From an optimization exercise on the open Yosys and OpenROAD flow, aimed at small area; shortcuts taken in it are not production practice. Only simulation tests tie the RTL to the original design; equivalence was not proved. Power figures rest on the tool's default switching activity, not on a simulated workload.

== job 3107 ==
==> flow/design.v (excerpt) <==
module ddr_stat_top (
   input  logic                        clk,
   input  logic                        pipe_rst_n,
   input  logic                        sh_ddr_stat_wr,
   input  logic                        sh_ddr_stat_rd,
   input  logic [8-1:0]     sh_ddr_stat_addr,
   input  logic [32-1:0]     sh_ddr_stat_wdata,
   input  stat_reg_pkg::ready_bits_t   sh_cl_ddr_is_ready,
   output logic                        ddr_sh_stat_ack,
   output logic [32-1:0]     ddr_sh_stat_rdata,
   output stat_reg_pkg::int_bits_t     ddr_sh_stat_int
);
clock: 4.0 ns
lec_check: 0
cap_margin: 20
core_margin: 2
core_utilization: 40
slew_margin: 20
standard.sh (not shown) runs the stock make flow with config.mk's settings and CLKGATE_MAP_FILE= SYNTH_SCRIPT=/design/flow/synth_recipe.tcl, a recipe that flattens the netlist after the stock synthesis.
==> flow/flow/run.sh <==
#!/bin/bash
# The standard layout (standard.sh, the standard flow's own ORFS run) with two changes to
# how it is built: the port buffers are the smallest buffer instead of the
# one buffer_ports picks, and clock tree synthesis uses small clock buffers
# and inserts no dummy loads. Every tool's output is in flow.log and in ORFS's
# own logs under orfs/logs.
set -euo pipefail
bash standard.sh \
  BUFFER_PORTS_ARGS="-buffer_cell sky130_fd_sc_hd__buf_1" \
  CTS_ARGS="-sink_clustering_enable -repair_clock_nets -dont_use_dummy_load -buf_list sky130_fd_sc_hd__clkbuf_4" \
  finish > flow.log 2>&1
Job 3107 finished every step from synthesis to the final layout, and the layout passed the timing, DRC and antenna checks.
--- input diff job 3107..job 2695 ---
==> flow/run.sh (new file) <==
#!/bin/bash
# synth_recipe.tcl (not shown) runs the flow's synth.tcl, then flattens the netlist and writes it again
# the make line also repeats each setting of config.mk as NAME=value (left out here)
make -C /OpenROAD-flow-scripts/flow DESIGN_CONFIG=/design/flow/config.mk WORK_HOME=/design/flow/orfs CLKGATE_MAP_FILE= SYNTH_SCRIPT=/design/flow/synth_recipe.tcl finish
removed: flow/flow/run.sh
removed: flow/standard.sh
==> comparison <==
Comparing the two runs side by side, job 2695 comes out ahead of job 3107 on post-detailed-routing wire length.
Relative to job 3107, the critical path arrival of job 2695 is lower by 0.06 ns.
Looking at total power, job 2695 sits 22% higher than job 3107 does.
Per the comparison of job 2695 with job 3107, combinational share of power ~0 delta, final instance area +about 7%, largest net degree at the start of global routing +9.
Job 3107 has higher total of clock buffers placed in the layout than job 2695.
#### Input delta (job 5025 over job 2695)
Settings: putting CTS_BUF_LIST at sky130_fd_sc_hd__clkbuf_4 where nothing was set.
==> comparison <==
When job 5025 is measured against job 2695, its final worst-path cycle share turns out 2.2 points higher. Job 5025 reached the final stage; the timing, DRC and antenna checks on its layout passed. Looking at routing usage on met2, job 5025 sits 0.25 points higher than job 2695 does. From job 2695 to job 5025 the numbers moved as follows: share of the core filled with cells has decreased, detailed-route vias per instance has decreased. From job 2695 to job 5025 the numbers moved as follows: power shows a reduction of 9.4%; global-route wire length before repair shows an increase of 2.0%.

---

Another version of the RTL of ddr_stat_top (not shown whole).
Size in the first run: about 1000 cells after synthesis, about 700 flip-flops, about 88 I/O pins, roughly 17000 um2 of cells after synthesis.
==> flow/config.mk <==
export PLATFORM = sky130hd
export DESIGN_NAME = ddr_stat_top
export DESIGN_NICKNAME = ddr_stat_top
export VERILOG_FILES = /design/flow/design.v
export SDC_FILE = /design/flow/constraint.sdc
export NUM_CORES = 4
export LEC_CHECK = 0
export CAP_MARGIN = 20
export CORE_MARGIN = 2
export CORE_UTILIZATION = 40
export SLEW_MARGIN = 20
==> flow/constraint.sdc <==
create_clock -name core_clock -period 4.0 [get_ports {clk}]
set_input_delay 0.8000 -clock core_clock [delete_from_list [all_inputs] [get_ports {clk}]]
set_output_delay 0.8000 -clock core_clock [all_outputs]
set_load 0.01 [all_outputs]
==> flow/flow/run.sh <==
#!/bin/bash
# The standard layout (standard.sh, the standard flow's own ORFS run) with two changes to
# how it is built: the port buffers are the smallest buffer instead of the
# one buffer_ports picks, and clock tree synthesis uses its own buffer list and
# clustering and inserts no dummy loads. Every tool's output is in flow.log and
# in ORFS's own logs under orfs/logs.
set -euo pipefail
bash standard.sh \
  BUFFER_PORTS_ARGS="-buffer_cell sky130_fd_sc_hd__buf_1" \
  CTS_ARGS="-sink_clustering_enable -repair_clock_nets -dont_use_dummy_load -buf_list sky130_fd_sc_hd__clkbuf_8 -sink_clustering_size 22 -sink_clustering_max_diameter 50" \
  finish > flow.log 2>&1
Next try:
--- a/flow/flow/run.sh
+++ b/flow/flow/run.sh
@@ -10 +10 @@
-  CTS_ARGS="-sink_clustering_enable -repair_clock_nets -dont_use_dummy_load -buf_list sky130_fd_sc_hd__clkbuf_8 -sink_clustering_size 22 -sink_clustering_max_diameter 50" \
+  CTS_ARGS="-sink_clustering_enable -repair_clock_nets -dont_use_dummy_load -buf_list sky130_fd_sc_hd__clkbuf_4 -sink_clustering_size 10 -sink_clustering_max_diameter 40" \
--- a/flow/config.mk
+++ b/flow/config.mk
@@ -10 +10,2 @@
-export CORE_UTILIZATION = 40
+export CORE_UTILIZATION = 65
+export PLACE_DENSITY = 0.8
- worst setup slack gets worse by 0.061 ns
- first-iteration DRC count goes down by 8.3%
- total power is lower by 1.8%
- utilization went up by 27 points
- wire length decreases by 4.1%
- global-route usage came out higher by 6.0 points
- count of clock-buffer cells in the layout rose by 34
- synthesized area stays the same

---

Setup of v46:
Another version of the RTL of ddr_stat_top (not shown whole).
Size in the first run: about 1,000 cells after synthesis, ~88 I/O pins.
==> flow/config.mk <==
export PLATFORM = sky130hd
export DESIGN_NAME = ddr_stat_top
export DESIGN_NICKNAME = ddr_stat_top
export VERILOG_FILES = /design/flow/design.v
export SDC_FILE = /design/flow/constraint.sdc
export NUM_CORES = 4
export LEC_CHECK = 0
export CAP_MARGIN = 20
export CORE_MARGIN = 2
export CORE_UTILIZATION = 65
export PLACE_DENSITY = 0.8
export SLEW_MARGIN = 20
==> flow/constraint.sdc <==
create_clock -name core_clock -period 4.0 [get_ports {clk}]
set_input_delay 0.8000 -clock core_clock [delete_from_list [all_inputs] [get_ports {clk}]]
set_output_delay 0.8000 -clock core_clock [all_outputs]
set_load 0.01 [all_outputs]
==> flow/flow/run.sh <==
#!/bin/bash
# The standard layout (standard.sh, the standard flow's own ORFS run) with two changes to
# how it is built: the port buffers are the smallest buffer instead of the
# one buffer_ports picks, and clock tree synthesis uses its own buffer list and
# clustering and inserts no dummy loads. Every tool's output is in flow.log and
# in ORFS's own logs under orfs/logs.
set -euo pipefail
bash standard.sh \
  BUFFER_PORTS_ARGS="-buffer_cell sky130_fd_sc_hd__buf_1" \
  CTS_ARGS="-sink_clustering_enable -repair_clock_nets -dont_use_dummy_load -buf_list sky130_fd_sc_hd__clkbuf_4 -sink_clustering_size 11 -sink_clustering_max_diameter 40" \
  finish > flow.log 2>&1
v46 went all the way through the flow, and no timing, DRC or antenna check failed.
What v2 does differently from v46 at the input level:
-- flow/flow/run.sh --
<<< v46, line 9
  BUFFER_PORTS_ARGS="-buffer_cell sky130_fd_sc_hd__buf_1" \
  CTS_ARGS="-sink_clustering_enable -repair_clock_nets -dont_use_dummy_load -buf_list sky130_fd_sc_hd__clkbuf_4 -sink_clustering_size 11 -sink_clustering_max_diameter 40" \
  finish > flow.log 2>&1
>>> v2, line 9
  BUFFER_PORTS_ARGS="-buffer_cell sky130_fd_sc_hd__buf_1" \
  CTS_ARGS="-sink_clustering_enable -repair_clock_nets -dont_use_dummy_load -buf_list sky130_fd_sc_hd__clkbuf_8 -sink_clustering_size 24 -sink_clustering_max_diameter 45" \
  finish > flow.log 2>&1
Of the two values seen for source of the critical timing path, data_q[17][29]$_DFF_P_ was produced by v2 and sel_bad_q$_DFF_P_ by v46.
Class of the tightest hold or removal check = input port to register: v46; class of the tightest hold or removal check = register to register: v2
On critical path depth: between v46 and v2, it ends up higher for v2.
Looking at first-pass GRT wire length, v2 sits 810 microns below v46.
v46 → v2: total power has increased, fraction of layout instances using a drive strength above 1 has decreased, share of total power in the clock network has increased, worst setup slack has increased.
#### Input delta (v21 over v2)
-- flow/flow/run.sh --
<<< v2, line 9
  BUFFER_PORTS_ARGS="-buffer_cell sky130_fd_sc_hd__buf_1" \
  CTS_ARGS="-sink_clustering_enable -repair_clock_nets -dont_use_dummy_load -buf_list sky130_fd_sc_hd__clkbuf_8 -sink_clustering_size 24 -sink_clustering_max_diameter 45" \
  finish > flow.log 2>&1
>>> v21, line 9
  BUFFER_PORTS_ARGS="-buffer_cell sky130_fd_sc_hd__buf_1" \
  CTS_ARGS="-sink_clustering_enable -repair_clock_nets -dont_use_dummy_load -buf_list sky130_fd_sc_hd__clkbuf_4 -sink_clustering_size 12 -sink_clustering_max_diameter 30" \
  finish > flow.log 2>&1
--- outcome ---
- Compared v21 vs v2, and met2 track demand over resource in global routing is up in v21.
- Route | v21 vs v2 | wire longer in v21
- Cell area | v21 vs v2 | v21 larger
- Compared with v2, v21 shows switching power higher by about 1.7%.
- NOTE final layout net count v2->v21 increased by a few percent
- v21 ends up with a final critical-path setup slack that is 0.016 ns higher than in v2.
- v21: worst hold slack lower than v2
- Between v2 and v21, layout overhead on the synthesized area increased.
- Via count of the first global-routing pass (higher): v21
- Relative to v2, top achievable clock speed has gone up in v21.
Edits applied to the flow inputs when going from v21 to v5:
-- flow/flow/run.sh --
<<< v21, line 9
  BUFFER_PORTS_ARGS="-buffer_cell sky130_fd_sc_hd__buf_1" \
  CTS_ARGS="-sink_clustering_enable -repair_clock_nets -dont_use_dummy_load -buf_list sky130_fd_sc_hd__clkbuf_4 -sink_clustering_size 12 -sink_clustering_max_diameter 30" \
  finish > flow.log 2>&1
>>> v5, line 9
  BUFFER_PORTS_ARGS="-buffer_cell sky130_fd_sc_hd__buf_1" \
  CTS_ARGS="-sink_clustering_enable -repair_clock_nets -dont_use_dummy_load -buf_list sky130_fd_sc_hd__clkbuf_4 -sink_clustering_size 10 -sink_clustering_max_diameter 40" \
  finish > flow.log 2>&1
Notes after the runs:
Against v21, v5 comes in 0.47% higher on per-cell routed wire length.
Final-layout non-clock buffer area share: v5 vs v21, no meaningful difference
Diff v5..v21 | number of sequential storage elements | unchanged
The met2 wirelength from detailed routing was comparable across v21 and v5.
In terms of sequential share of layout area, v21 and v5 differ only marginally.

==> static timing again, ports no longer ideal <==
No port has a modelled driver above. Below, the same layouts with a new extraction and two added sets of constraints.
Step 1 assumes that a clkbuf_16 drives the clock port and a buf_2 every other input.
Step 2 also shifts input and output timing later by t, the mid clock arrival at the registers, as if the neighbouring blocks saw the same clock.
Three values: no drivers, after step 1, after step 2; two values: the first two.
run	t, ns	slack for setup (ns)	latest minus earliest clock arrival (ns)	worst slew at a driven data input, ns
job 3107	0.888	0.305 / 0.261 / 1.149	0.120 / 0.120	0.04
job 2695	0.624	0.373 / 0.324 / 0.948	0.020 / 0.020	0.04
job 5025	0.847	0.284 / 0.242 / 1.089	0.065 / 0.064	0.04
the first run of note 2	0.639	0.357 / 0.313 / 0.765	0.070 / 0.069	0.06
the second run of note 2	0.677	0.296 / 0.256 / 0.906	0.053 / 0.053	0.04
v46	0.676	1.059 / 1.023 / 1.084	0.063 / 0.063	0.03
v2	0.590	1.085 / 1.085 / 1.085	0.062 / 0.063	0.03
v21	0.660	1.101 / 1.069 / 1.101	0.104 / 0.104	0.03
v5	0.690	1.057 / 1.018 / 1.076	0.051 / 0.051	0.03
After both steps every run listed still meets setup and hold.
